Context: an optimization exercise on an open-source flow, tuned for a short achievable clock period and few clock cycles per item. The choices shown serve that exercise and are no tape-out recipe.

JK:
// sliding_window_sender
module sliding_window_sender #(
   parameter int WINDOW_SLOTS  = 8,
   parameter int PAYLOAD_BYTES = 1024
) (
   input  logic        clock,
   input  logic        reset,
   input  logic        req_tvalid,
   output logic        req_tready,
   input  logic [15:0] req_tdata,    
   input  logic [1:0]  req_tuser,    
   output logic        rsp_tvalid,
   input  logic        rsp_tready,
   output logic [31:0] rsp_tdata,    
   output logic [2:0]  rsp_tuser,    
   output logic        rsp_tlast,    
   input  logic        csr_we,
   input  logic [1:0]  csr_index,
   input  logic [15:0] csr_wdata
);
export LEC_CHECK = 0
export ABC_CLOCK_PERIOD_IN_PS = 2500
export CAP_MARGIN = 20
export CORE_MARGIN = 2
export CORE_UTILIZATION = 65
export PLACE_DENSITY = 0.75
export SLEW_MARGIN = 20
create_clock -name core_clock -period 8.0 [get_ports {clock}]
standard.sh (not shown) runs the stock make flow with config.mk's settings and CLKGATE_MAP_FILE= SYNTH_SCRIPT=/design/flow/synth_recipe.tcl, a recipe that flattens the netlist after the stock synthesis.
==> flow/flow/run.sh <==
#!/bin/bash
set -euo pipefail
bash standard.sh SETUP_SLACK_MARGIN=5.4 \
  "BUFFER_PORTS_ARGS=-buffer_cell sky130_fd_sc_hd__buf_4" \
  finish > run_standard.log 2>&1
[inputs] MS vs JK
# JK
export LEC_CHECK = 0
export ABC_CLOCK_PERIOD_IN_PS = 2500
export CAP_MARGIN = 20
export CORE_MARGIN = 2
export CORE_UTILIZATION = 65
export PLACE_DENSITY = 0.75
export SLEW_MARGIN = 20
create_clock -name core_clock -period 8.0 [get_ports {clock}]
# MS
export LEC_CHECK = 0
export ABC_CLOCK_PERIOD_IN_PS = 2500
export CAP_MARGIN = 20
export CORE_MARGIN = 2
export CORE_UTILIZATION = 65
export PLACE_DENSITY = 0.75
export SETUP_SLACK_MARGIN = 5
export SLEW_MARGIN = 20
create_clock -name core_clock -period 8.0 [get_ports {clock}]
==> flow/run.sh (new file) <==
#!/bin/bash
# synth_recipe.tcl (not shown) runs the flow's synth.tcl, then flattens the netlist and writes it again
# the make line also repeats each setting of config.mk as NAME=value (left out here)
make -C /OpenROAD-flow-scripts/flow DESIGN_CONFIG=/design/flow/config.mk WORK_HOME=/design/flow/orfs CLKGATE_MAP_FILE= SYNTH_SCRIPT=/design/flow/synth_recipe.tcl finish
removed: flow/flow/run.sh
removed: flow/standard.sh
Notes after the runs:
Changes observed in MS relative to JK: share of cell area taken by flip-flops and latches climbed 1.7 points; area share of fa/ha/maj cells after synthesis barely changed.
Worst path setup slack after routing in MS is 0.16 ns below JK.
No functional check of the RTL was part of any run of this note.

---

## old
sliding_window_sender, a different RTL version from the one above (not shown whole).
Size: ~3900 cells after synthesis.
clock: 8.0 ns
lec_check: 0
abc_clock_period_in_ps: 2500
cap_margin: 20
core_margin: 2
core_utilization: 65
place_density: 0.75
setup_slack_margin: 5
slew_margin: 20
run.sh (not shown) runs the stock make flow with config.mk's settings and CLKGATE_MAP_FILE= SYNTH_SCRIPT=/design/flow/synth_recipe.tcl, a recipe that flattens the netlist after the stock synthesis.
Stock flow here: none of the scripts above is used.
old | stages: all done | timing, DRC, antenna: all pass
--- input diff old..new ---
diff --git a/flow/config.mk b/flow/config.mk
--- a/flow/config.mk
+++ b/flow/config.mk
@@ -11,2 +11,4 @@
 export CORE_UTILIZATION = 65
+export CTS_CLUSTER_DIAMETER = 60
+export CTS_CLUSTER_SIZE = 30
 export PLACE_DENSITY = 0.75
[summary]
Taking old as the reference, in new core utilization lower, count of clock-buffer cells in the layout moved down. new against old: count of antenna diodes in the layout ~0 delta, first-iteration DRC count +89. new ends up with lower fmax than old does.
Function was not checked in any run of this note: the RTL went through the layout flow alone.

---

Another version of the RTL of sliding_window_sender (not shown whole).
Size in the first run: about 79 I/O pins, ~43000 um^2 of cells after synthesis.
Design sliding_window_sender, start of the top module:
module sliding_window_sender #(
   parameter int WINDOW_SLOTS  = 8,
   parameter int PAYLOAD_BYTES = 1024
) (
   input  logic        clock,
   input  logic        reset,
   input  logic        req_tvalid,
   output logic        req_tready,
   input  logic [15:0] req_tdata,    
   input  logic [1:0]  req_tuser,    
   output logic        rsp_tvalid,
   input  logic        rsp_tready,
   output logic [31:0] rsp_tdata,    
   output logic [2:0]  rsp_tuser,    
   output logic        rsp_tlast,    
   input  logic        csr_we,
   input  logic [1:0]  csr_index,
   input  logic [15:0] csr_wdata
);
Settings: LEC_CHECK=0, ABC_CLOCK_PERIOD_IN_PS=2500, CAP_MARGIN=20, CORE_MARGIN=2, CORE_UTILIZATION=40, SETUP_SLACK_MARGIN=5, SLEW_MARGIN=20; clock period 8.0 ns.
The first run finished with timing, DRC and antenna clean.
Rerun with:
CORE_UTILIZATION = 65   (was 40)
CTS_CLUSTER_DIAMETER = 60   (was unset)
CTS_CLUSTER_SIZE = 30   (was unset)
PLACE_DENSITY = 0.75   (was unset)
Effect: The new run passed the timing, design-rule and antenna checks; final area fell by 3.7%; worst setup slack gains 88 ps; worst hold slack gains 19 ps; die area fell by 38%; count of clock-buffer cells in the layout fell by 72; utilization rose by 27 points; synthesized cell count does not change; global-route usage rose by 13 points.
No run of this note included a check of the RTL's function; only the layout flow was run.

==> static timing again, ports no longer ideal <==
The flow's constraints put no driver on any port. The routed layouts listed below were extracted and timed again, unchanged, in two steps. Step 1 sets driving cells, clkbuf_16 on the clock port and buf_2 on the other inputs (assumed; they add their load-dependent delay and slew). Step 2 moves the port delays by t, midway between the first and last clock arrival at a register: inputs arrive t later, outputs are due t later. That takes back most of the time a late clock gives input paths. a / b / c = ideal ports / drivers / drivers and shift; a / b = the first two.
run | shift t [ns] | slack for setup (ns) | worst setup path at the end | latest minus earliest clock arrival (ns) | slew at the worst register clock pin (ns)
JK | 0.743 | 5.131 / 5.059 / 4.452 | input to register | 0.068 / 0.068 | 0.07 / 0.07
MS | 0.740 | 4.972 / 4.972 / 4.318 | input to register | 0.065 / 0.065 | 0.07 / 0.07
old | 0.712 | 4.984 / 4.963 / 4.711 | input to register | 0.041 / 0.040 | 0.07 / 0.07
new | 0.720 | 4.897 / 4.897 / 4.736 | input to register | 0.048 / 0.048 | 0.11 / 0.11
the first run of note 3 | 0.741 | 4.770 / 4.770 / 4.658 | input to register | 0.031 / 0.032 | 0.06 / 0.06
the second run of note 3 | 0.705 | 4.858 / 4.858 / 4.671 | input to register | 0.042 / 0.041 | 0.11 / 0.11
After both steps setup and hold are still met in every run listed. The setup slack of JK, which loses most, moves by -0.072 ns with the drivers and by -0.679 ns with both steps.
